Background: an optimization exercise with open tools, aiming at small area, a short achievable clock period and few clock cycles per item. Do not read the settings as production practice. Only simulation tests tie the RTL to the original design; equivalence was not proved.

$ cat flow/design.v
module dp_seq_core #(
    parameter int                DATA_W = 32,
    parameter int                ADDR_W = 26,
    parameter int                RF_AW  = 5,
    parameter logic [ADDR_W-1:0] PC_RST = 'h1000,
    parameter logic [ADDR_W-1:0] SP_RST = 'h3ffffff,
    parameter int                CTRL_W = 24
) (
    input  logic              clk_i,
    input  logic              rst_ni,
    input  logic              ctrl_valid_i,
    output logic              ctrl_ready_o,
    input  logic [CTRL_W-1:0] ctrl_i,
    output logic              done_o,
    output logic              mem_req_o,
    output logic              mem_we_o,
    input  logic              mem_ack_i,
    output logic [ADDR_W-1:0] addr_o,
    output logic [DATA_W-1:0] data_out_o,
    input  logic [DATA_W-1:0] data_in_i,
    output logic [31:0]       instruction_o,
    output logic              zero_o
);
    localparam int RF_D  = 1 << RF_AW;
    localparam int MUL_K = 8;                  
    localparam int MUL_N = DATA_W / MUL_K;     
    localparam int MC_W  = $clog2(MUL_N + 1);
    localparam int MOPS  = MUL_K + 2;          
    localparam int MQ    = MOPS + 2 * (MOPS - 2);
    logic              busy_q, fin_q, mrdy_q, ackd_q, stall_q;
    logic              wpend_q, zpend_q;
    logic [RF_AW-1:0]  wa_q;
    logic [DATA_W-1:0] wd_q, res_q;
    logic              sub_q, s_sum_q, s_and_q, s_or_q, s_nor_q, s_slt_q, s_sll_q, s_srl_q;
    logic [MC_W-1:0]   mcnt_q;
    logic [CTRL_W-1:0] ctrl_q;
    logic [ADDR_W-1:0] pc_q, sp_q;
    logic [31:0]       ir_q;
    logic              zero_q;
    logic [DATA_W-1:0] mdat_q, accs_q, accc_q, rs_q, rt_q, opa_q, opb_q;
    logic [MUL_K-1:0]  mchunk_q;
    logic [DATA_W-1:0] rf_q [1:RF_D-1];
    logic [RF_D-1:1]   rfv_q;
    genvar g;
    logic       c_pc_ld, c_ir_ld, c_rf_we, c_sp_ld;
    logic       c_mem_rd, c_mem_wr, c_ma_sp, c_ma_pc, c_md_rs;
    logic [1:0] c_pc_src, c_wd_src, c_wa_src;
    logic [3:0] c_alu_op;
    assign c_pc_ld   = ctrl_q[0];
    assign c_pc_src  = ctrl_q[2:1];
    assign c_ir_ld   = ctrl_q[3];
    assign c_rf_we   = ctrl_q[4];
    assign c_wd_src  = ctrl_q[6:5];
    assign c_wa_src  = ctrl_q[8:7];
    assign c_sp_ld   = ctrl_q[10];
    assign c_alu_op  = ctrl_q[18:15];
    assign c_mem_rd  = ctrl_q[19];
    assign c_mem_wr  = ctrl_q[20];
    assign c_ma_sp   = ctrl_q[21];
    assign c_ma_pc   = ctrl_q[22];
    assign c_md_rs   = ctrl_q[23];
    logic              accept, req, ack, done, rf_wr, ir_wr, sp_wr;
    logic [RF_AW-1:0]  wa_idx;
    logic [DATA_W-1:0] alu_d, wd_d;
    logic [DATA_W-1:0] imm_sx;
    logic [ADDR_W-1:0] pc1_d, pc_next_d;
    logic              is_mul, mul_fin, mul_last, mul_step;
    assign req    = mrdy_q && !ackd_q;
    assign ack    = req && mem_ack_i;
    assign done   = fin_q || ack;
    assign accept = ctrl_valid_i && ctrl_ready_o;
    assign ir_wr  = ack && c_ir_ld && c_mem_rd;
    assign rf_wr  = done && c_rf_we && (wa_idx != '0);
    assign sp_wr  = done && c_sp_ld;
    logic [CTRL_W-1:0] ctrl_n;
    logic [31:0]       ir_n;
    logic [RF_AW-1:0]  rs_idx, rt_idx;
    logic [DATA_W-1:0] rs_n, rt_n, opb_n, opb_o;
    logic              sub_n, pr_ld;
    assign ctrl_n = accept ? ctrl_i : ctrl_q;
    assign ir_n   = (req && c_ir_ld && c_mem_rd) ? data_in_i : ir_q;
    assign pr_ld  = !busy_q || done || stall_q;
    assign rs_idx = ir_n[21 +: RF_AW];
    assign rt_idx = ir_n[16 +: RF_AW];
    assign rs_n   = ctrl_n[9] ? '0 : (wpend_q && wa_q == rs_idx) ? wd_q :
                    rs_m[DATA_W] ? rs_m[DATA_W-1:0] : '0;
    assign rt_n   = (wpend_q && wa_q == rt_idx) ? wd_q : rt_m[DATA_W] ? rt_m[DATA_W-1:0] : '0;
    assign sub_n  = (ctrl_n[18:15] == 4'd1) || (ctrl_n[18:15] == 4'd5);
    assign opb_o  = (ctrl_n[14:12] == 3'd1) ? {{(DATA_W-16){ir_n[15]}}, ir_n[15:0]} :
                    (ctrl_n[14:12] == 3'd2) ? DATA_W'(ir_n[15:0]) :
                    (ctrl_n[14:12] == 3'd3) ? DATA_W'(ir_n[10:6]) :
                    (ctrl_n[14:12] == 3'd4) ? DATA_W'(1) : '0;
    assign opb_n  = ((ctrl_n[14:12] == 3'd0) ? rt_n : opb_o) ^ {DATA_W{sub_n}};
    logic [DATA_W:0] rf_m [RF_D];
    logic [DATA_W:0] rs_l1 [8], rt_l1 [8], rs_l2 [2], rt_l2 [2], rs_m, rt_m;
    assign rf_m[0] = '0;
    generate
        for (g = 1; g < RF_D; g++) begin : g_rfm
            assign rf_m[g] = {rfv_q[g], rf_q[g]};
        end
        for (g = 0; g < 8; g++) begin : g_l1
            assign rs_l1[g] = mux4(rf_m[4*g], rf_m[4*g+1], rf_m[4*g+2], rf_m[4*g+3], rs_idx[1:0]);
            assign rt_l1[g] = mux4(rf_m[4*g], rf_m[4*g+1], rf_m[4*g+2], rf_m[4*g+3], rt_idx[1:0]);
        end
        for (g = 0; g < 2; g++) begin : g_l2
            assign rs_l2[g] = mux4(rs_l1[4*g], rs_l1[4*g+1], rs_l1[4*g+2], rs_l1[4*g+3], rs_idx[3:2]);
            assign rt_l2[g] = mux4(rt_l1[4*g], rt_l1[4*g+1], rt_l1[4*g+2], rt_l1[4*g+3], rt_idx[3:2]);
        end
    endgenerate
    function automatic logic [DATA_W:0] mux4(input logic [DATA_W:0] a0, input logic [DATA_W:0] a1,
                                             input logic [DATA_W:0] a2, input logic [DATA_W:0] a3,
                                             input logic [1:0] s);
        mux4 = s[1] ? (s[0] ? a3 : a2) : (s[0] ? a1 : a0);
    endfunction
    assign rs_m = rs_idx[4] ? rs_l2[1] : rs_l2[0];
    assign rt_m = rt_idx[4] ? rt_l2[1] : rt_l2[0];
    assign imm_sx = {{(DATA_W-16){ir_q[15]}}, ir_q[15:0]};
    logic [DATA_W-1:0] mq [MQ];
    assign is_mul   = (c_alu_op == 4'd8);
    assign mul_fin  = (mcnt_q == MC_W'(MUL_N));
    assign mul_last = busy_q && is_mul && (mcnt_q == MC_W'(MUL_N - 1));
    assign mul_step = busy_q && is_mul && !mul_fin && !stall_q;
    assign mq[0]    = accs_q << MUL_K;
    assign mq[1]    = accc_q << MUL_K;
    generate
        for (g = 0; g < MUL_K; g++) begin : g_pp
            assign mq[2+g] = mchunk_q[g] ? (opa_q << g) : '0;
        end
        for (g = 0; g < MOPS - 2; g++) begin : g_csa
            assign mq[MOPS+2*g]   = mq[3*g] ^ mq[3*g+1] ^ mq[3*g+2];
            assign mq[MOPS+2*g+1] = ((mq[3*g] & mq[3*g+1]) | (mq[3*g] & mq[3*g+2]) |
                                     (mq[3*g+1] & mq[3*g+2])) << 1;
        end
    endgenerate
    logic [DATA_W-1:0] sum_d, sh_out;
    logic [DATA_W:0]   sum_x;
    logic              slt_d;
    assign sum_x = {opa_q, 1'b1} + {opb_q, sub_q};
    assign sum_d = sum_x[DATA_W:1];
    assign slt_d = (opa_q[DATA_W-1] ^ ~opb_q[DATA_W-1]) ? opa_q[DATA_W-1] : sum_d[DATA_W-1];
    function automatic logic [DATA_W-1:0] rev(input logic [DATA_W-1:0] x);
        logic [DATA_W-1:0] r;
        for (int i = 0; i < DATA_W; i++) r[i] = x[DATA_W-1-i];
        rev = r;
    endfunction
    assign sh_out = opa_q << opb_q[4:0];
    assign alu_d = ({DATA_W{s_sum_q}} & sum_d) |
                   ({DATA_W{s_and_q}} & (opa_q & opb_q)) |
                   ({DATA_W{s_or_q}}  & (opa_q | opb_q)) |
                   ({DATA_W{s_nor_q}} & ~(opa_q | opb_q)) |
                   ({DATA_W{s_slt_q}} & DATA_W'(slt_d)) |
                   ({DATA_W{s_sll_q}} & sh_out) |
                   ({DATA_W{s_srl_q}} & rev(sh_out));
    assign pc1_d     = pc_q + ADDR_W'(1);
    assign pc_next_d = (c_pc_src == 2'd0) ? pc1_d :
                       (c_pc_src == 2'd1) ? pc1_d + imm_sx[ADDR_W-1:0] :
                       (c_pc_src == 2'd2) ? rs_q[ADDR_W-1:0] : ir_q[25:0];
    assign wd_d   = (c_wd_src == 2'd0) ? alu_d :
                    (c_wd_src == 2'd1) ? (fin_q ? mdat_q : data_in_i) :
                    (c_wd_src == 2'd2) ? DATA_W'({ir_q[15:0], 16'h0000}) : DATA_W'(pc1_d);
    assign wa_idx = (c_wa_src == 2'd0) ? ir_q[11 +: RF_AW] :
                    (c_wa_src == 2'd1) ? ir_q[16 +: RF_AW] :
                    (c_wa_src == 2'd2) ? RF_AW'(31) : '0;
    logic a_mem, a_mul, a_ma_alu, ma_alu, alu_use, rs_use, rt_use, haz, start;
    assign a_mem    = ctrl_n[19] | ctrl_n[20];
    assign a_mul    = (ctrl_n[18:15] == 4'd8);
    assign a_ma_alu = !ctrl_n[22] && !(ctrl_n[21] && !ctrl_n[10]);
    assign ma_alu   = !c_ma_pc && !(c_ma_sp && !c_sp_ld);
    assign alu_use  = (ctrl_i[4] && ctrl_i[6:5] == 2'd0) || ctrl_i[10] ||
                      ((ctrl_i[19] || ctrl_i[20]) && !ctrl_i[22] && !(ctrl_i[21] && !ctrl_i[10]));
    assign rs_use   = !ctrl_i[9] && ((alu_use && !ctrl_i[11]) || (ctrl_i[0] && ctrl_i[2:1] == 2'd2) ||
                                     (ctrl_i[20] && ctrl_i[23]));
    assign rt_use   = (alu_use && ctrl_i[14:12] == 3'd0) || (ctrl_i[20] && !ctrl_i[23]);
    assign haz      = (rf_wr && ((rs_use && wa_idx == rs_idx) || (rt_use && wa_idx == rt_idx))) ||
                      (sp_wr && alu_use && ctrl_i[11]);
    assign start    = (accept && !haz) || stall_q;
    always_ff @(posedge clk_i or negedge rst_ni) begin
        if (!rst_ni) begin
            busy_q  <= 1'b0;
            fin_q   <= 1'b0;
            mrdy_q  <= 1'b0;
            ackd_q  <= 1'b0;
            mcnt_q  <= '0;
            stall_q <= 1'b0;
            pc_q    <= PC_RST;
            sp_q    <= SP_RST;
            ir_q    <= '0;
            zero_q  <= 1'b0;
            zpend_q <= 1'b0;
            wpend_q <= 1'b0;
            mdat_q  <= '0;
            rfv_q   <= '0;
        end else begin
            ackd_q  <= ack;
            wpend_q <= rf_wr;
            zpend_q <= done && ((c_rf_we && (c_wd_src == 2'd0)) || c_sp_ld);
            if (zpend_q) zero_q <= (res_q == '0);
            if (wpend_q) rfv_q[wa_q] <= 1'b1;
            stall_q <= accept && haz;
            if (start) begin
                busy_q <= 1'b1;
                fin_q  <= !a_mem && !a_mul;
                mrdy_q <= a_mem && !a_mul && !a_ma_alu;
                mcnt_q <= '0;
            end else if (accept) begin
                busy_q <= 1'b1;
                fin_q  <= 1'b0;
                mrdy_q <= 1'b0;
                mcnt_q <= '0;
            end else if (done) begin
                busy_q <= 1'b0;
                fin_q  <= 1'b0;
                mrdy_q <= 1'b0;
            end else if (busy_q) begin
                if (is_mul && !mul_fin) mcnt_q <= mcnt_q + MC_W'(1);
                if (mul_last && !c_mem_rd && !c_mem_wr) fin_q <= 1'b1;
                if ((c_mem_rd || c_mem_wr) && (!is_mul || mul_fin)) mrdy_q <= 1'b1;
            end
            if (ack) mdat_q <= data_in_i;
            if (done) begin
                if (c_pc_ld) pc_q <= pc_next_d;
                if (sp_wr) sp_q <= alu_d[ADDR_W-1:0];
                if (ir_wr) ir_q <= data_in_i;
            end
        end
    end
    always_ff @(posedge clk_i) begin
        if (accept) ctrl_q <= ctrl_i;
        accs_q <= mul_step ? mq[MQ-2] : '0;
        accc_q <= mul_step ? mq[MQ-1] : '0;
        if (wpend_q) rf_q[wa_q] <= wd_q;
        wa_q  <= wa_idx;
        wd_q  <= wd_d;
        res_q <= alu_d;
        sub_q   <= (ctrl_n[18:15] == 4'd1) || (ctrl_n[18:15] == 4'd5);
        s_sum_q <= (ctrl_n[18:15] == 4'd0) || (ctrl_n[18:15] == 4'd1) || (ctrl_n[18:15] == 4'd8);
        s_and_q <= (ctrl_n[18:15] == 4'd2);
        s_or_q  <= (ctrl_n[18:15] == 4'd3);
        s_nor_q <= (ctrl_n[18:15] == 4'd4);
        s_slt_q <= (ctrl_n[18:15] == 4'd5);
        s_sll_q <= (ctrl_n[18:15] == 4'd6);
        s_srl_q <= (ctrl_n[18:15] == 4'd7);
        if (pr_ld) begin
            rs_q <= rs_n;
            rt_q <= rt_n;
            opa_q <= (ctrl_n[18:15] == 4'd7) ? rev(ctrl_n[11] ? DATA_W'(sp_q) : rs_n) :
                                               (ctrl_n[11] ? DATA_W'(sp_q) : rs_n);
            opb_q <= opb_n;
            mchunk_q <= opb_n[DATA_W-1 -: MUL_K];
        end else if (is_mul) begin
            if (mul_last) begin
                opa_q <= mq[MQ-2];
                opb_q <= mq[MQ-1];
            end
            mchunk_q <= (mcnt_q >= MC_W'(MUL_N - 1)) ? '0 : opb_q[(MUL_N-2-32'(mcnt_q))*MUL_K +: MUL_K];
        end
    end
    assign ctrl_ready_o  = !busy_q || done;
    assign done_o        = done;
    assign mem_req_o     = req;
    assign mem_we_o      = c_mem_wr;
    assign addr_o        = c_ma_pc ? pc_q : ma_alu ? res_q[ADDR_W-1:0] : sp_q;
    assign data_out_o    = c_md_rs ? rs_q : rt_q;
    assign instruction_o = ir_q;
    assign zero_o        = zpend_q ? (res_q == '0) : zero_q;
endmodule
$ cat flow/constraint.sdc
create_clock -name core_clock -period 6.5 [get_ports {clk_i}]
set_input_delay 1.3000 -clock core_clock [delete_from_list [all_inputs] [get_ports {clk_i}]]
set_output_delay 1.3000 -clock core_clock [all_outputs]
set_load 0.01 [all_outputs]
$ cat flow/run.sh
#!/bin/bash
# synth_recipe.tcl (not shown) runs the flow's synth.tcl, then flattens the netlist and writes it again
# the make line also repeats each setting of config.mk as NAME=value (left out here)
make -C /OpenROAD-flow-scripts/flow DESIGN_CONFIG=/design/flow/config.mk WORK_HOME=/design/flow/orfs CLKGATE_MAP_FILE= SYNTH_SCRIPT=/design/flow/synth_recipe.tcl finish
$ cat flow/config.mk
export PLATFORM = sky130hd
export DESIGN_NAME = dp_seq_core
export DESIGN_NICKNAME = dp_seq_core
export VERILOG_FILES = /design/flow/design.v
export SDC_FILE = /design/flow/constraint.sdc
export NUM_CORES = 4
export LEC_CHECK = 0
export CAP_MARGIN = 35
export CORE_MARGIN = 2
export CORE_UTILIZATION = 60
export SETUP_SLACK_MARGIN = 2.6
export SLEW_MARGIN = 35
==> impl_metrics.env, run 1 <==
export IMPL_cp_max_fo=7
export IMPL_syn_inst=7501
export IMPL_ys_seq_elements=1432
export IMPL_antenna_found_initial=23
export IMPL_wirelength_mm=351
export IMPL_cts_tree="done"
export IMPL_io_pins=155
export IMPL_synth_avg_cell_area_um2=10.9
export IMPL_finalClockSkew_ns=0.0704
export IMPL_slew_headroom_pct=23.0
export IMPL_coreArea_mm2=0.135
export IMPL_htree_levels=4
export IMPL_cp_end_kind="register"
export IMPL_cts_made_buffers=154
export IMPL_die_y_um=373
export IMPL_hold_viol_final=0
export IMPL_rsz0062_at_grt="yes"
export IMPL_drc=0
export IMPL_final_cell_mix="nand2_1, edfxtp_1, buf_4"
export IMPL_grt_max_degree=97
export IMPL_clk_pin_slew_ns=0.06
export IMPL_clock_sinks=1432
export IMPL_yosysTopAreaCellShare_pct=41.9
export IMPL_ys_types=92
export IMPL_totalNegativeSetupSlack_ns=0
export IMPL_startpoint="ackd_q"
export IMPL_mappedNetlistNets=7884
export IMPL_cp_arrival_ns=4.61
export IMPL_cts_root_buf="clkbuf_16"
export IMPL_fp_dieW_um=373
export IMPL_dpl_hpwl_mm=215
export IMPL_vias=70700
export IMPL_start_util_pct=60.3
export IMPL_final_common_cell="nand2_1"
export IMPL_rows=135
export IMPL_track_usage_pct=47.9
export IMPL_status="finished clean"
export IMPL_gr_total_overflow=0
export IMPL_die_area_mm2=0.139
export IMPL_fmax_mhz=245
export IMPL_rr_startpoint="ackd_q"
export IMPL_wl_per_cell_um=35.8
export IMPL_start_kind="register"
export IMPL_grt_pass1_vias=65300
export IMPL_synth_main_ff_cell="edfxtp_1"
export IMPL_seq_area_frac_synth_pct=50.1
export IMPL_synth_edf_count=1138
export IMPL_synth_top_cells_by_area="edfxtp_1, nand2_1, mux4_2, fa_1, mux2i_1"
export IMPL_drt_iter0_drc=12500
export IMPL_tightestPinTransition_ns=1.15
export IMPL_ant_nets=0
export IMPL_nets=8279
export IMPL_regToRegSetupSlack_ns=2.42
export IMPL_io_buffers=154
export IMPL_path_class="reg -> reg"
export IMPL_layout_drive_gt1_share_pct=20.3
export IMPL_hold_class="in -> async"
export IMPL_synthesis_area_mm2=0.0816
export IMPL_async_flop_share_pct=11.0
export IMPL_yosys_warnings=7
export IMPL_crit_required_ns=7.03
export IMPL_routed_via_density=7.21
export IMPL_slew_violations=0
export IMPL_dr_pass1_iters=9
export IMPL_routabilityCongestion=1.04
export IMPL_grt_pass1_wl_mm=475
export IMPL_setup_viol=0
export IMPL_cts_path_max_buffers=3
export IMPL_period_minus_slack_ns=4.08
export IMPL_synthToLayoutAreaGrowth_pct=19.5
export IMPL_cts_hold_buf=0
export IMPL_synth_area_leader_cell="edfxtp_1"
export IMPL_clk_latency_ns=0.83
export IMPL_max_cap_violations=0
export IMPL_finalCritPeriodShare_pct=62.8
cells in the mapped netlist, drive strengths merged (196+ instances only):
master / instances
a21oi: 355
and2: 208
buf: 248
clkbuf: 293
edfxtp: 1138
fa: 199
inv: 311
mux2i: 377
mux4: 196
nand2: 1517
nand3: 396
nor2: 271
o21ai: 280
critical path, stage by stage (launching register included):
cell and delay [ns]:
dfrtp_1 0.40, and4b_4 0.43, buf_4 0.15, buf_12 0.14
mux2_8 0.45, buf_6 0.16, nand2_8 0.12, buf_12 0.18
a21oi_1 0.06, a2111oi_2 0.24, o211ai_1 0.40, a22o_1 0.36
a221o_1 0.43, mux2i_1 0.18, nor2_1 0.05
cell type report:
class | count | area (µm²)
Fill cell | 9536 | 37800
Timing Repair Buffer | 751 | 7950
Antenna cell | 7 | 17.5
Timing Repair inverter | 1 | 5.00
Clock buffer | 194 | 4070
Tap cell | 1781 | 2230
Sequential cell | 1432 | 40900
Clock inverter | 90 | 991
Inverter | 315 | 1210
Multi-Input combinational cell | 5241 | 40100
metrics by stage:
| step | hold WS [ns] | std cells | area, µm² | worst slack [ns] | utilization, % |
|---|---|---|---|---|---|
| floorplan | 0.439 | 7501 | 81600 | 2.62 | - |
| global placement | 0.451 | 9166 | 85900 | 0.830 | 63.5 |
| detailed placement | 0.460 | 9170 | 86000 | 0.799 | 63.6 |
| CTS | 0.475 | 9638 | 94300 | 2.44 | 69.7 |
| global route | 0.387 | 9805 | 97500 | 2.35 | 72.1 |
| finish | 0.379 | 9812 | 97500 | 2.42 | 72.1 |
logic make-up after synthesis:
kind of cell    synth area share (%)
mux                             11.7
xor+xnor                        1.33
simple gates                    14.6
compound gates                  11.1
flops                           50.1
fa+ha+maj                       6.78
buf+inv                         4.37
sequential cells by signal (all words and copies together), names as in the netlist, 31 cells and up:
signal	cells
wd_q	32
ir_q	32
rt_q	32
rs_q	32
mdat_q	32
rfv_q	31
opb_q	32
rf_q	992
opa_q	32
res_q	32
per-layer routing:
metal / vias to the layer above / track usage (%) / wire, µm
li1: 28200 / - / -
met1: 34200 / 59.5 / 113000
met2: 6455 / 69.8 / 148000
met3: 1848 / 15.9 / 54700
met4: 22 / 36.3 / 35500
met5: - / 0 / 166
final timing paths:
kind | to | cells past startpoint
setup / recovery | opb_q[3] | 14
hold / removal | mdat_q[2] | 1
setup reg to reg | opb_q[3] | 14
hold reg to reg | mdat_q[24] | 2
max in group asynchronous | zpend_q | 2
min in group core_clock | mdat_q[24] | 2
what timing repair did:
| item | 4_1_cts | 5_1_grt |
|---|---|---|
| endpoints found under the setup margin | 274 | 148 |
| cloned | 27 | 24 |
| pin swaps | 115 | 178 |
| buffers inserted | 157 | 142 |
| resized for setup | 309 | 343 |
Testbench counts, summed over its fixed seeds: cycles 10,670, items 4,800.
==> run 2: changes to the inputs <==
--- a/flow/config.mk
+++ b/flow/config.mk
@@ -9,4 +9,4 @@
 export CORE_MARGIN = 2
-export CORE_UTILIZATION = 60
-export SETUP_SLACK_MARGIN = 2.6
+export CORE_UTILIZATION = 65
+export SETUP_SLACK_MARGIN = 2.4
 export SLEW_MARGIN = 35
==> run 2 against run 1 <==
Wire length decreased by 5.0%; critical path depth decreased by 2; maximum frequency decreased by 5.9%; cell count decreased by 3.0%; worst setup slack got worse by 0.26 ns; core utilization increased by 2.8 points; area after synthesis unchanged; flip-flop and latch count unchanged; critical endpoint unchanged.
==> impl_metrics.env, run 2 <==
export IMPL_seq_area_frac_synth_pct=50.1
export IMPL_wirelength_mm=334
export IMPL_largest_reg_flops=992
export IMPL_fmax_mhz=231
export IMPL_hold_viol_final=0
export IMPL_status="finished clean"
export IMPL_rows=130
export IMPL_htree_levels=4
export IMPL_coreArea_mm2=0.125
export IMPL_synthToLayoutAreaGrowth_pct=14.8
export IMPL_slowest_delay_ns=0.61
export IMPL_cts_tree="done"
export IMPL_synth_top_cells_by_count="nand2_1, edfxtp_1, nand3_1, mux2i_1, a21oi_1"
export IMPL_holdPathStages=2
export IMPL_crit_buf_inv=3
export IMPL_finalClockSkew_ns=0.0332
export IMPL_startpoint="data_in_i[19]"
export IMPL_drt_iter0_drc=13300
export IMPL_synth_edf_count=1138
export IMPL_ys_types=92
export IMPL_setup_viol=0
export IMPL_clk_latency_ns=0.83
export IMPL_cts_path_max_buffers=3
export IMPL_path_common_cell="buf_4"
export IMPL_tightestPinTransition_ns=1.06
export IMPL_wl_per_cell_um=35.0
export IMPL_clk_pin_slew_ns=0.06
export IMPL_period_minus_slack_ns=4.34
export IMPL_path_cells="clkdlybuf4s50_1 -> buf_4 -> mux2_4 -> nand2_2 -> buf_4 -> a31oi_1 -> nand4_1 -> o211ai_1 -> a22o_1 -> a221o_1 -> mux2i_1 -> nor2_1"
export IMPL_synth_main_ff_cell="edfxtp_1"
export IMPL_path_class="in -> reg"
export IMPL_cts_hold_buf=0
export IMPL_cp_end_kind="register"
export IMPL_routabilityCongestion=1.06
export IMPL_grt_pass1_wl_mm=462
export IMPL_finalCritPeriodShare_pct=66.7
export IMPL_reg2regPathDepth=12
export IMPL_syn_inst=7501
export IMPL_io_buffers=154
export IMPL_routed_via_density=7.36
export IMPL_rr_startpoint="ackd_q"
export IMPL_cts_made_buffers=149
export IMPL_die_y_um=358
export IMPL_start_util_pct=65.2
export IMPL_critPathSlowestCell="nand2_2"
export IMPL_slew_violations=0
export IMPL_yosysMostFrequentCell="nand2_1"
export IMPL_nets=8106
export IMPL_max_cap_violations=0
export IMPL_hold_class="reg -> reg"
export IMPL_cp_arrival_ns=4.91
export IMPL_rsz0062_at_grt="yes"
export IMPL_cp_depth=12
export IMPL_synth_area_leader_cell="edfxtp_1"
export IMPL_synth_avg_cell_area_um2=10.9
export IMPL_cp_top_family="compound AO/OA/AOI/OAI gates"
export IMPL_totalNegativeSetupSlack_ns=0
export IMPL_vias=70000
export IMPL_cp_max_fo=11
export IMPL_final_common_cell="nand2_1"
export IMPL_dr_pass1_iters=9
export IMPL_async_flop_share_pct=11.0
export IMPL_drc=0
export IMPL_final_cell_mix="nand2_1, edfxtp_1, nand3_1"
export IMPL_clock_sinks=1432
export IMPL_start_kind="primary input"
export IMPL_yosysTopAreaCellShare_pct=41.9
export IMPL_top_register="rf_q"
export IMPL_slew_headroom_pct=28.7
export IMPL_grt_pass1_vias=65400
export IMPL_hold_ws_ns=0.474
export IMPL_ant_nets=0
export IMPL_layout_drive_gt1_share_pct=16.4
export IMPL_regToRegSetupSlack_ns=2.20
export IMPL_cts_root_buf="clkbuf_16"
export IMPL_mappedNetlistNets=7884
export IMPL_io_pins=155
export IMPL_synthesis_area_mm2=0.0816
export IMPL_grt_max_degree=113
export IMPL_worstSetupEndpoint="opb_q[3]"
export IMPL_die_area_mm2=0.128
export IMPL_yosys_warnings=7
export IMPL_ys_seq_elements=1432
export IMPL_track_usage_pct=50.8
export IMPL_antenna_found_initial=28
export IMPL_synth_top_cells_by_area="edfxtp_1, nand2_1, mux4_2, fa_1, mux2i_1"
export IMPL_dpl_hpwl_mm=209
export IMPL_rr_endpoint="opa_q[18]"
export IMPL_fp_dieW_um=358
export IMPL_gr_total_overflow=0
export IMPL_crit_required_ns=7.07
[run 2: final cells by class]
cell class | instances | area (µm²)
Sequential cell | 1432 | 40900
Multi-Input combinational cell | 5229 | 38900
Fill cell | 8330 | 31400
Timing Repair Buffer | 595 | 5710
Clock buffer | 200 | 4070
Tap cell | 1650 | 2060
Inverter | 315 | 1200
Clock inverter | 73 | 744
Antenna cell | 25 | 62.6
Timing Repair inverter | 1 | 5.00
[run 2: logic make-up after synthesis]
kind of cell	count (synthesis)	synth area share, %
buf+inv	856	4.37
flops	1432	50.1
simple gates	2705	14.6
compound gates	1373	11.1
mux	688	11.7
xor+xnor	124	1.33
fa+ha+maj	323	6.78
[run 2: how the worst min path moves through the flow]
stage | from | end | slack (ns)
global placement | mdat_q[21] | mdat_q[21] | 0.45
floorplan | rfv_q[9] | rfv_q[9] | 0.44
detailed placement | mdat_q[24] | mdat_q[24] | 0.46
global route | ctrl_q[21] | ctrl_q[21] | 0.49
CTS | ctrl_q[21] | ctrl_q[21] | 0.47
finish | mdat_q[24] | mdat_q[24] | 0.47
[run 2: per-stage QoR]
step | instances | util [%] | area, µm² | worst slack, ns
global route | 9497 | 74.8 | 93600 | 2.28
CTS | 9422 | 73.8 | 92300 | 2.30
finish | 9520 | 74.9 | 93700 | 2.16
detailed placement | 9034 | 68.5 | 85700 | 0.831
global placement | 9029 | 68.4 | 85600 | 0.844
floorplan | 7501 | - | 81600 | 2.46
[run 2: tightest hold or removal path: stages, from the launching register on]
cell	delay, ns
dfrtp_1	0.34
nand2_1	0.05
nand2_1	0.06
[run 2: timing repair]
item                                   CTS  global route
buffers inserted                        96            63
endpoints found under the hold margin    0             0
cloned                                  19             8
pin swaps                               36            76
gates resized for setup                168           150
setup endpoints to repair              204           109
[run 2: metal layers]
layer	up-vias	GRT usage [%]	part of all wire, %
li1	27800	-	-
met1	33400	62.3	31
met2	6881	72.4	42
met3	1899	19.1	16
met4	16	40.4	10
met5	-	0	0.032
==> run 3: changes to the inputs <==
--- a/flow/config.mk
+++ b/flow/config.mk
@@ -9,4 +9,4 @@
 export CORE_MARGIN = 2
-export CORE_UTILIZATION = 65
-export SETUP_SLACK_MARGIN = 2.4
+export CORE_UTILIZATION = 60
+export SETUP_SLACK_MARGIN = 2.7
 export SLEW_MARGIN = 35
==> run 3 against run 2 <==
Synthesized cell count unchanged; worst setup slack improved by 0.18 ns; cell count increased by 4.8%; non-clock buffer count increased by 317; first-iteration DRC count increased by 5.9%; register-to-register slack improved by 0.14 ns; clock skew increased by 0.080 ns; core utilization decreased by 0.85 points; largest cell class unchanged; critical path depth increased by 2; flip-flop and latch count unchanged; clock-buffer cell count increased by 5; critical path type is now reg -> reg.
==> impl_metrics.env, run 3 <==
export IMPL_max_cap_violations=0
export IMPL_rr_startpoint="ackd_q"
export IMPL_fp_dieW_um=373
export IMPL_grt_pass1_vias=66500
export IMPL_async_flop_share_pct=11.0
export IMPL_clk_latency_ns=0.87
export IMPL_final_common_cell="nand2_1"
export IMPL_tightestPinTransition_ns=1.08
export IMPL_ys_seq_elements=1432
export IMPL_rsz0062_at_grt="yes"
export IMPL_htree_levels=4
export IMPL_wirelength_mm=368
export IMPL_cts_tree="done"
export IMPL_regToRegSetupSlack_ns=2.34
export IMPL_setup_viol=0
export IMPL_synth_avg_cell_area_um2=10.9
export IMPL_finalClockSkew_ns=0.113
export IMPL_antenna_found_initial=24
export IMPL_synthesis_area_mm2=0.0816
export IMPL_routed_via_density=7.29
export IMPL_clk_pin_slew_ns=0.06
export IMPL_hold_viol_final=0
export IMPL_vias=72800
export IMPL_io_pins=155
export IMPL_routabilityCongestion=1.05
export IMPL_die_area_mm2=0.139
export IMPL_seq_area_frac_synth_pct=50.1
export IMPL_crit_required_ns=7.00
export IMPL_ys_types=92
export IMPL_yosysTopAreaCellShare_pct=41.9
export IMPL_cp_top_family="compound AO/OA/AOI/OAI gates"
export IMPL_yosys_area_share_simple_pct=14.6
export IMPL_layout_drive_gt1_share_pct=23.4
export IMPL_synth_edf_count=1138
export IMPL_die_y_um=373
export IMPL_synthToLayoutAreaGrowth_pct=22.7
export IMPL_mappedNetlistNets=7884
export IMPL_cp_end_kind="register"
export IMPL_io_buffers=154
export IMPL_drc=0
export IMPL_critPathSlowestCell="mux2_8"
export IMPL_path_cells="and4b_4 -> buf_12 -> buf_12 -> mux2_8 -> buf_4 -> buf_16 -> mux2i_1 -> o22ai_1 -> o41ai_1 -> o211ai_1 -> a22o_1 -> a221o_1 -> mux2i_1 -> nor2_1"
export IMPL_start_util_pct=60.3
export IMPL_nets=8434
export IMPL_reg2regPathDepth=14
export IMPL_synth_top_cells_by_count="nand2_1, edfxtp_1, nand3_1, mux2i_1, a21oi_1"
export IMPL_cts_made_buffers=155
export IMPL_synth_top_cells_by_area="edfxtp_1, nand2_1, mux4_2, fa_1, mux2i_1"
export IMPL_slew_headroom_pct=28.1
export IMPL_gr_total_overflow=0
export IMPL_cp_max_fo=14
export IMPL_synth_top_family_by_area="simple AND/OR/NAND/NOR gates"
export IMPL_hold_class="in -> async"
export IMPL_dr_pass1_iters=12
export IMPL_drt_iter0_drc=14100
export IMPL_track_usage_pct=49.9
export IMPL_rows=135
export IMPL_rr_endpoint="opb_q[3]"
export IMPL_grt_pass1_wl_mm=491
export IMPL_wl_per_cell_um=36.9
export IMPL_cts_root_buf="clkbuf_16"
export IMPL_cp_arrival_ns=4.66
export IMPL_crit_buf_inv=4
export IMPL_grt_max_degree=81
export IMPL_status="finished clean"
export IMPL_finalCritPeriodShare_pct=64.0
export IMPL_syn_inst=7501
export IMPL_clock_sinks=1432
export IMPL_path_class="reg -> reg"
export IMPL_yosysMostFrequentCell="nand2_1"
export IMPL_yosys_warnings=7
export IMPL_slew_violations=0
export IMPL_slowest_delay_ns=0.46
export IMPL_largest_reg_flops=992
export IMPL_coreArea_mm2=0.135
export IMPL_top_register="rf_q"
export IMPL_dpl_hpwl_mm=214
export IMPL_synth_xor_area_share_pct=1.33
export IMPL_synth_compound_area_share_pct=11.1
export IMPL_start_kind="register"
export IMPL_ant_nets=0
export IMPL_synthAdderAreaFrac_pct=6.78
export IMPL_yosys_mux_area_fraction_pct=11.7
export IMPL_hold_ws_ns=0.399
export IMPL_cts_path_max_buffers=3
export IMPL_synth_main_ff_cell="edfxtp_1"
export IMPL_period_minus_slack_ns=4.16
export IMPL_synth_area_leader_cell="edfxtp_1"
export IMPL_final_cell_mix="nand2_1, edfxtp_1, buf_4"
export IMPL_totalNegativeSetupSlack_ns=0
export IMPL_fmax_mhz=240
## run 3: what timing repair did
action,4_1_cts,5_1_grt
pin swaps,225,210
cloned,38,33
endpoints found under the hold margin,0,0
endpoints found under the setup margin,315,190
buffers inserted,273,167
resized for setup,519,417
hold buffers,0,0
## run 3: layer usage
layer  GRT usage (%)  share of wire (%)  up-vias
met5               0              0.073        -
met4            38.3                 11       14
met3            18.2                 16     2137
met2            71.4                 41     7089
met1            61.6                 32    35000
li1                -                  -    28500
## run 3: worst max-delay path by stage
stage	from	endpoint	depth (start not counted)	slack, ns
2_1_floorplan	data_in_i[16]	opb_q[15]	13	2.69
3_3_place_gp	data_in_i[17]	mchunk_q[2]	10	0.80
3_5_place_dp	data_in_i[17]	opb_q[8]	11	0.81
4_1_cts	mchunk_q[0]	opa_q[11]	12	2.47
5_1_grt	ackd_q	opb_q[3]	14	2.27
6_report	ackd_q	opb_q[3]	14	2.34
## run 3: layout make-up
class / instances / area (µm²)
repair buffers: 912 / 9950
repair inverters: 2 / 10.0
well taps: 1781 / 2230
fillers: 9097 / 35100
multi-input cells: 5233 / 40800
flip-flops and latches: 1432 / 40900
diodes: 20 / 50.0
inverters: 315 / 1220
clock inverters: 75 / 858
clock buffers: 205 / 4170
## run 3: worst reg2reg max path, delay by kind of cell (launching register included)
kind                   cells  cell delay, ns
AOI/OAI and AO/OA          5            1.45
muxes                      3            0.85
buffers and inverters      4            0.61
and+or+nand+nor            2            0.47
DFF                        1            0.42
## run 3: per-stage QoR
stage | area (µm²) | utilization, % | setup WS, ns | instances
after floorplan | 81700 | - | 2.69 | 7501
after global placement | 85900 | 63.5 | 0.797 | 9157
after detailed placement | 86000 | 63.6 | 0.810 | 9162
after CTS | 96100 | 71.1 | 2.47 | 9753
after global routing | 100000 | 74.0 | 2.27 | 9958
final | 100000 | 74.0 | 2.34 | 9975
## run 3: cell families after synthesis
logic type	Yosys count
AOI/OAI and AO/OA	1373
xor gates and xnor gates	124
adders and majority gates	323
buffers and inverters	856
DFF	1432
muxes	688
and+or+nand+nor	2705
==> run 4: changes to the inputs <==
--- a/flow/config.mk
+++ b/flow/config.mk
@@ -9,4 +9,4 @@
 export CORE_MARGIN = 2
-export CORE_UTILIZATION = 60
-export SETUP_SLACK_MARGIN = 2.7
+export CORE_UTILIZATION = 55
+export SETUP_SLACK_MARGIN = 2.6
 export SLEW_MARGIN = 35
==> run 4 against run 3 <==
Still clean on timing, DRC and antenna; flip-flop and latch count did not move; cell area fell by 3.1%; cell count fell by 0.47%; area after synthesis did not move; critical path depth did not move.
==> impl_metrics.env, run 4 <==
export IMPL_path_cells="inv_1 -> ha_1 -> and4_1 -> a221o_1 -> o211a_1 -> o2111ai_4 -> a21oi_2 -> a211oi_2 -> o21ai_2 -> fa_2 -> a22oi_2 -> o2111ai_4 -> o21ai_2 -> o21ai_2"
export IMPL_seq_area_frac_synth_pct=50.1
export IMPL_rsz0062_at_grt="yes"
export IMPL_totalNegativeSetupSlack_ns=0
export IMPL_synth_xor_area_share_pct=1.33
export IMPL_ys_types=92
export IMPL_mappedNetlistNets=7884
export IMPL_coreArea_mm2=0.147
export IMPL_setup_viol=0
export IMPL_grt_pass1_vias=64700
export IMPL_synth_top_cells_by_count="nand2_1, edfxtp_1, nand3_1, mux2i_1, a21oi_1"
export IMPL_fmax_mhz=237
export IMPL_dpl_hpwl_mm=224
export IMPL_hold_start="mdat_q[22]"
export IMPL_synth_main_ff_cell="edfxtp_1"
export IMPL_gr_total_overflow=0
export IMPL_start_kind="register"
export IMPL_startpoint="opb_q[13]"
export IMPL_cp_arrival_ns=4.90
export IMPL_dr_pass1_iters=12
export IMPL_rr_startpoint="opb_q[13]"
export IMPL_cts_hold_buf=0
export IMPL_cts_made_buffers=159
export IMPL_crit_required_ns=7.17
export IMPL_fillers=11400
export IMPL_ant_nets=0
export IMPL_cts_root_buf="clkbuf_16"
export IMPL_cp_end_kind="register"
export IMPL_cp_max_fo=6
export IMPL_io_buffers=154
export IMPL_ys_seq_elements=1432
export IMPL_clk_pin_slew_ns=0.06
export IMPL_final_cell_mix="nand2_1, edfxtp_1, buf_4"
export IMPL_max_cap_violations=0
export IMPL_drt_iter0_drc=12200
export IMPL_cts_tree="done"
export IMPL_path_class="reg -> reg"
export IMPL_slew_violations=0
export IMPL_yosys_area_share_simple_pct=14.6
export IMPL_clk_latency_ns=0.84
export IMPL_cts_path_max_buffers=3
export IMPL_hold_viol_final=0
export IMPL_finalClockSkew_ns=0.0303
export IMPL_rows=141
export IMPL_critPathSlowestCell="edfxtp_1"
export IMPL_place_area_mm2=0.0861
export IMPL_synth_top_family_by_area="simple AND/OR/NAND/NOR gates"
export IMPL_period_minus_slack_ns=4.22
export IMPL_die_y_um=389
export IMPL_slew_headroom_pct=25.1
export IMPL_hold_class="reg -> reg"
export IMPL_slowest_delay_ns=0.67
export IMPL_io_pins=155
export IMPL_fin_util_pct=65.8
export IMPL_finalCritPeriodShare_pct=65.0
export IMPL_antenna_found_initial=28
export IMPL_htree_levels=4
export IMPL_drc=0
export IMPL_final_common_cell="nand2_1"
export IMPL_routabilityCongestion=1.01
export IMPL_wirelength_mm=362
export IMPL_synthesis_area_mm2=0.0816
export IMPL_path_common_cell="o21ai_2"
export IMPL_vias=70000
export IMPL_grt_pass1_wl_mm=489
export IMPL_die_area_mm2=0.151
export IMPL_synthToLayoutAreaGrowth_pct=18.9
export IMPL_yosysTopAreaCellShare_pct=41.9
export IMPL_synthAdderAreaFrac_pct=6.78
export IMPL_clock_sinks=1432
export IMPL_track_usage_pct=45.9
export IMPL_syn_inst=7501
export IMPL_top_register="rf_q"
export IMPL_grt_max_degree=80
export IMPL_synth_avg_cell_area_um2=10.9
export IMPL_fp_dieW_um=389
export IMPL_synth_compound_area_share_pct=11.1
export IMPL_start_util_pct=55.3
export IMPL_yosys_mux_area_fraction_pct=11.7
export IMPL_wl_per_cell_um=36.5
export IMPL_tightestPinTransition_ns=1.12
export IMPL_synth_area_leader_cell="edfxtp_1"
export IMPL_crit_buf_inv=1
export IMPL_routed_via_density=7.06
export IMPL_final_area_mm2=0.0971
export IMPL_yosys_warnings=7
export IMPL_largest_reg_flops=992
export IMPL_synth_edf_count=1138
export IMPL_async_flop_share_pct=11.0
export IMPL_yosysMostFrequentCell="nand2_1"
export IMPL_synth_top_cells_by_area="edfxtp_1, nand2_1, mux4_2, fa_1, mux2i_1"
export IMPL_nets=8238
export IMPL_cp_top_family="compound AO/OA/AOI/OAI gates"
export IMPL_layout_drive_gt1_share_pct=20.1
export IMPL_status="finished clean"
==> run 4: kinds of logic (layout without fill, tap and decap cells) <==
group	count (synthesis)	in the layout
buf+inv	856	1320
simple gates	2705	2712
other cells	0	11
mux	688	703
compound gates	1373	1373
flops	1432	1432
fa+ha+maj	323	323
xor+xnor	124	124
==> run 4: path summary, 6_finish.rpt <==
kind	depth (start not counted)	slack (ns)	endpoint
setup / recovery	14	2.28	wd_q[31]
hold / removal	2	0.47	mdat_q[22]
setup reg to reg	14	2.28	wd_q[31]
hold reg to reg	2	0.47	mdat_q[22]
max in group asynchronous	2	4.79	ir_q[18]
min in group asynchronous	1	0.49	ir_q[27]
==> run 4: per-stage QoR <==
stage	instances	setup WS, ns	hold slack, ns
after floorplan	7501	2.62	0.439
after global placement	9314	0.741	0.453
after detailed placement	9317	0.748	0.457
after CTS	9818	2.37	0.471
after global routing	9919	2.23	0.491
final	9928	2.28	0.469
==> run 4: timing repair <==
action                     4_1_cts  5_1_grt
pin swaps                      108      120
setup buffers                  179       74
resized for setup              358      291
gates cloned                    29       24
setup endpoints to repair      335      135
==> run 4: layer usage <==
metal	vias up	track usage (%)	routed length (µm)
met5	-	0	165
met1	34300	58.4	123000
met4	26	31.8	33100
li1	28100	-	-
met2	6101	67.7	155000
met3	1509	13.6	51200
==> run 4: layout make-up <==
type	instances	area, µm²	share of cell area (%)
sequential	1432	40900	42.2
multi-input combinational	5235	39800	41.0
timing repair buffer	711	7480	7.71
clock buffer	198	4270	4.40
tap	1930	2410	2.49
inverter	315	1210	1.25
clock inverter	95	962	0.991
antenna	11	27.5	0.0284
timing repair inverter	1	5.00	0.00516
==> run 4: worst register-to-register path, stage by stage (launching register included) <==
cell	delay, ns
edfxtp_1	0.67
inv_1	0.10
ha_1	0.41
and4_1	0.26
a221o_1	0.39
o211a_1	0.29
o2111ai_4	0.23
a21oi_2	0.09
a211oi_2	0.21
o21ai_2	0.09
fa_2	0.45
a22oi_2	0.27
o2111ai_4	0.25
o21ai_2	0.22
o21ai_2	0.12
==> run 5: changes to the inputs <==
--- a/flow/design.v
+++ b/flow/design.v
@@ -44,2 +44,7 @@
     genvar g;
+    function automatic logic [DATA_W-1:0] rev(input logic [DATA_W-1:0] x);
+        logic [DATA_W-1:0] r;
+        for (int i = 0; i < DATA_W; i++) r[i] = x[DATA_W-1-i];
+        rev = r;
+    endfunction
     logic       c_pc_ld, c_ir_ld, c_rf_we, c_sp_ld;
@@ -66,2 +71,3 @@
     logic [ADDR_W-1:0] pc1_d, pc_next_d;
+    logic [ADDR_W:0]   pc_br;
     logic              is_mul, mul_fin, mul_last, mul_step;
@@ -84,5 +90,16 @@
     assign rt_idx = ir_n[16 +: RF_AW];
-    assign rs_n   = ctrl_n[9] ? '0 : (wpend_q && wa_q == rs_idx) ? wd_q :
-                    rs_m[DATA_W] ? rs_m[DATA_W-1:0] : '0;
-    assign rt_n   = (wpend_q && wa_q == rt_idx) ? wd_q : rt_m[DATA_W] ? rt_m[DATA_W-1:0] : '0;
+    logic rs_fwd, rt_fwd, a_sp, a_rev, b_rt;
+    logic [DATA_W-1:0] opa_n, opa_e, opb_e;
+    assign rs_fwd = wpend_q && (wa_q == rs_idx);
+    assign rt_fwd = wpend_q && (wa_q == rt_idx);
+    assign rs_n   = ({DATA_W{!ctrl_n[9] && !rs_fwd && rs_m[DATA_W]}} & rs_m[DATA_W-1:0]) |
+                    ({DATA_W{!ctrl_n[9] && rs_fwd}} & wd_q);
+    assign rt_n   = ({DATA_W{!rt_fwd && rt_m[DATA_W]}} & rt_m[DATA_W-1:0]) |
+                    ({DATA_W{rt_fwd}} & wd_q);
+    assign a_sp   = ctrl_n[11];
+    assign a_rev  = (ctrl_n[18:15] == 4'd7);
+    assign opa_e  = a_rev ? rev(DATA_W'(sp_q)) : DATA_W'(sp_q);
+    assign opa_n  = ({DATA_W{!a_sp && !a_rev}} & rs_n) | ({DATA_W{!a_sp && a_rev}} & rev(rs_n)) |
+                    ({DATA_W{a_sp}} & opa_e);
+    assign b_rt   = (ctrl_n[14:12] == 3'd0);
     assign sub_n  = (ctrl_n[18:15] == 4'd1) || (ctrl_n[18:15] == 4'd5);
@@ -92,3 +109,4 @@
                     (ctrl_n[14:12] == 3'd4) ? DATA_W'(1) : '0;
-    assign opb_n  = ((ctrl_n[14:12] == 3'd0) ? rt_n : opb_o) ^ {DATA_W{sub_n}};
+    assign opb_e  = opb_o ^ {DATA_W{sub_n}};
+    assign opb_n  = ({DATA_W{b_rt}} & (rt_n ^ {DATA_W{sub_n}})) | ({DATA_W{!b_rt}} & opb_e);
     logic [DATA_W:0] rf_m [RF_D];
@@ -140,7 +158,2 @@
     assign slt_d = (opa_q[DATA_W-1] ^ ~opb_q[DATA_W-1]) ? opa_q[DATA_W-1] : sum_d[DATA_W-1];
-    function automatic logic [DATA_W-1:0] rev(input logic [DATA_W-1:0] x);
-        logic [DATA_W-1:0] r;
-        for (int i = 0; i < DATA_W; i++) r[i] = x[DATA_W-1-i];
-        rev = r;
-    endfunction
     assign sh_out = opa_q << opb_q[4:0];
@@ -154,4 +167,5 @@
     assign pc1_d     = pc_q + ADDR_W'(1);
+    assign pc_br     = {pc_q, 1'b1} + {imm_sx[ADDR_W-1:0], 1'b1};
     assign pc_next_d = (c_pc_src == 2'd0) ? pc1_d :
-                       (c_pc_src == 2'd1) ? pc1_d + imm_sx[ADDR_W-1:0] :
+                       (c_pc_src == 2'd1) ? pc_br[ADDR_W:1] :
                        (c_pc_src == 2'd2) ? rs_q[ADDR_W-1:0] : ir_q[25:0];
@@ -245,4 +259,3 @@
             rt_q <= rt_n;
-            opa_q <= (ctrl_n[18:15] == 4'd7) ? rev(ctrl_n[11] ? DATA_W'(sp_q) : rs_n) :
-                                               (ctrl_n[11] ? DATA_W'(sp_q) : rs_n);
+            opa_q <= opa_n;
             opb_q <= opb_n;
--- a/flow/config.mk
+++ b/flow/config.mk
@@ -9,3 +9,3 @@
 export CORE_MARGIN = 2
-export CORE_UTILIZATION = 55
+export CORE_UTILIZATION = 60
 export SETUP_SLACK_MARGIN = 2.6
==> run 5 against run 4 <==
Synthesized cell count is 3.1% higher; core utilization is 6.2 points higher; via count is 4.3% higher; register-to-register slack hardly changed; non-clock buffer count is 51 higher; critical endpoint is now opa_q[11].
==> impl_metrics.env, run 5 <==
export IMPL_status="finished clean"
export IMPL_synthesis_area_mm2=0.0817
export IMPL_final_cell_mix="nand2_1, edfxtp_1, a21oi_1"
export IMPL_yosysTopAreaCellShare_pct=41.8
export IMPL_seq_area_frac_synth_pct=50.0
export IMPL_place_ws_ns=0.808
export IMPL_rsz0062_at_grt="yes"
export IMPL_cp_top_family="buffers and inverters"
export IMPL_async_flop_share_pct=11.0
export IMPL_synth_main_ff_cell="edfxtp_1"
export IMPL_vias=73100
export IMPL_wirelength_mm=359
export IMPL_path_cells="clkdlybuf4s50_1 -> mux2i_2 -> buf_6 -> nand2_2 -> buf_4 -> a211o_1 -> a21oi_1 -> nor4_2 -> buf_4 -> a22o_1 -> mux2_2 -> a221o_1"
export IMPL_slew_headroom_pct=30.9
export IMPL_antenna_found_initial=20
export IMPL_slew_violations=0
export IMPL_fillers=9486
export IMPL_largest_reg_flops=992
export IMPL_max_cap_violations=0
export IMPL_path_common_cell="buf_4"
export IMPL_dpl_hpwl_mm=226
export IMPL_start_kind="primary input"
export IMPL_cp_end_kind="register"
export IMPL_cp_max_fo=16
export IMPL_die_y_um=373
export IMPL_clock_sinks=1432
export IMPL_synth_top_cells_by_area="edfxtp_1, nand2_1, mux2i_1, fa_1, dfrtp_1"
export IMPL_finalCritPeriodShare_pct=65.4
export IMPL_period_minus_slack_ns=4.25
export IMPL_totalNegativeSetupSlack_ns=0
export IMPL_ys_seq_elements=1432
export IMPL_rows=135
export IMPL_rr_startpoint="ackd_q"
export IMPL_layout_setup_ws_ns=2.25
export IMPL_cts_root_buf="clkbuf_16"
export IMPL_grt_max_degree=94
export IMPL_fp_dieW_um=373
export IMPL_critPathSlowestCell="clkdlybuf4s50_1"
export IMPL_start_util_pct=60.4
export IMPL_grt_pass1_wl_mm=493
export IMPL_tightestPinTransition_ns=1.03
export IMPL_clk_pin_slew_ns=0.06
export IMPL_hold_class="in -> async"
export IMPL_mappedNetlistNets=8119
export IMPL_cp_arrival_ns=4.82
export IMPL_synth_top_cells_by_count="nand2_1, edfxtp_1, a21oi_1, mux2i_1, inv_1"
export IMPL_drt_iter0_drc=13800
export IMPL_coreArea_mm2=0.135
export IMPL_syn_inst=7736
export IMPL_io_buffers=154
export IMPL_gr_total_overflow=0
export IMPL_io_pins=155
export IMPL_synthToLayoutAreaGrowth_pct=19.3
export IMPL_crit_buf_inv=4
export IMPL_path_class="in -> reg"
export IMPL_slowest_delay_ns=0.56
export IMPL_top_register="rf_q"
export IMPL_cts_made_buffers=154
export IMPL_ys_types=99
export IMPL_ant_nets=0
export IMPL_synth_avg_cell_area_um2=10.6
export IMPL_finalClockSkew_ns=0.0414
export IMPL_routed_via_density=7.27
export IMPL_dr_pass1_iters=7
export IMPL_yosys_warnings=7
export IMPL_startpoint="data_in_i[24]"
export IMPL_cts_path_max_buffers=3
export IMPL_routabilityCongestion=1.04
export IMPL_synth_area_leader_cell="edfxtp_1"
export IMPL_track_usage_pct=49.8
export IMPL_grt_pass1_vias=67400
export IMPL_yosysMostFrequentCell="nand2_1"
export IMPL_cts_tree="done"
export IMPL_die_area_mm2=0.139
export IMPL_drc=0
export IMPL_setup_viol=0
export IMPL_nets=8509
export IMPL_synth_edf_count=1138
export IMPL_layout_drive_gt1_share_pct=18.7
export IMPL_hold_viol_final=0
export IMPL_clk_latency_ns=0.84
export IMPL_crit_required_ns=7.06
export IMPL_htree_levels=4
export IMPL_fmax_mhz=235
export IMPL_final_common_cell="nand2_1"
export IMPL_wl_per_cell_um=35.7
-- run 5: cell count changes in the layout (fill, tap and decap cells not counted), moves of 45 or more --
cell | before | now
nand2_1 | 1501 | 1683
o22ai_1 | 46 | 122
nor2_1 | 213 | 142
mux4_2 | 196 | 120
a21oi_1 | 331 | 456
nand3_1 | 395 | 314
nor4_1 | 16 | 67
a31oi_1 | 107 | 62
-- run 5: layout make-up --
class	count	area [µm²]	area share, %
Multi-Input combinational cell	5442	39700	40.8
Timing Repair Buffer	762	8270	8.48
Clock inverter	82	905	0.928
Clock buffer	205	4150	4.25
Sequential cell	1432	40900	42.0
Antenna cell	11	27.5	0.0282
Inverter	334	1260	1.30
Tap cell	1781	2230	2.29
-- run 5: repair_timing --
action	in CTS	in global routing
setup buffers	180	97
pin swaps	80	95
endpoints found under the setup margin	274	144
gates resized for setup	450	243
hold endpoints to repair	0	0
cloned	20	16
hold buffers	0	0
-- run 5: cells by family (layout without fill, tap and decap cells) --
family / Yosys count / count (layout) / share of synthesized area [%]
fa+ha+maj: 323 / 323 / 6.77
mux: 666 / 670 / 10.2
buf+inv: 871 / 1383 / 4.53
flops: 1432 / 1432 / 50.0
xor+xnor: 122 / 122 / 1.31
simple gates: 2799 / 2802 / 15.1
compound gates: 1523 / 1525 / 12.1
other cells: 0 / 11 / 0
-- run 5: path summary, 6_finish.rpt --
check | slack [ns] | cells past startpoint | endpoint
worst max-delay path | 2.25 | 12 | opa_q[11]
worst min-delay path | 0.34 | 1 | pc_q[13]
worst min register to register | 0.47 | 2 | mdat_q[0]
worst max register to register | 2.29 | 13 | opa_q[11]
max in group asynchronous | 5.12 | 2 | ir_q[18]
min in group core_clock | 0.47 | 2 | mdat_q[0]
-- run 5: layer usage --
metal / up-vias / GRT usage [%] / routed length, µm / part of all wire, %
met1: 35100 / 62.7 / 118000 / 33
met3: 1935 / 15.7 / 55800 / 16
met5: - / 0.804 / 51 / 0.014
li1: 28900 / - / - / -
met4: 8 / 37.5 / 35700 / 9.9
met2: 7173 / 71.9 / 150000 / 42
-- run 5: metrics by stage --
stage                     hold slack (ns)  area, µm²  std cells  util (%)
after floorplan                     0.434      81800       7736         -
after global placement              0.450      86100       9428      63.7
after detailed placement            0.461      86400       9436      63.8
after CTS                           0.318      95100       9923      70.3
after global routing                0.359      97500      10000      72.0
final                               0.340      97500      10000      72.1
Testbench counts of run 5, summed over its fixed seeds: cycles 10,670, items 4,800.

[re-timing with driven ports]
No port has a modelled driver above. Below, the same layouts with a new extraction and two added sets of constraints. Step 1 (the two cells are an assumption about what drives the block):
set clk [get_ports {clk_i}]
set_driving_cell -lib_cell sky130_fd_sc_hd__clkbuf_16 $clk
set_driving_cell -lib_cell sky130_fd_sc_hd__buf_2 [delete_from_list [all_inputs] $clk]
Step 2 times the ports against the registers' clock, not the clock port: input delays grow and output delays shrink by t, the midpoint of the rising clock arrivals with the driver on. a / b / c = no drivers / after step 1 / after step 2; a / b = the first two.
| run | t, ns | setup WS [ns] | hold WS [ns] | worst register clock-pin slew, ns | cell pins on the clock port's net |
|---|---|---|---|---|---|
| run 1 | 0.883 | 2.420 / 2.420 / 1.713 | 0.379 / 0.331 / 0.476 | 0.07 / 0.07 | 1 |
| run 2 | 0.888 | 2.163 / 2.203 / 1.320 | 0.474 / 0.449 / 0.474 | 0.07 / 0.07 | 1 |
| run 3 | 0.893 | 2.339 / 2.339 / 1.709 | 0.399 / 0.356 / 0.474 | 0.07 / 0.07 | 1 |
| run 4 | 0.905 | 2.278 / 2.278 / 1.659 | 0.469 / 0.444 / 0.469 | 0.07 / 0.07 | 1 |
| run 5 | 0.905 | 2.246 / 2.294 / 1.400 | 0.340 / 0.295 / 0.473 | 0.07 / 0.07 | 1 |
After both steps setup and hold are still met in every run listed. The setup slack of run 5, which loses most, moves by +0.048 ns with the drivers and by -0.846 ns with both steps.
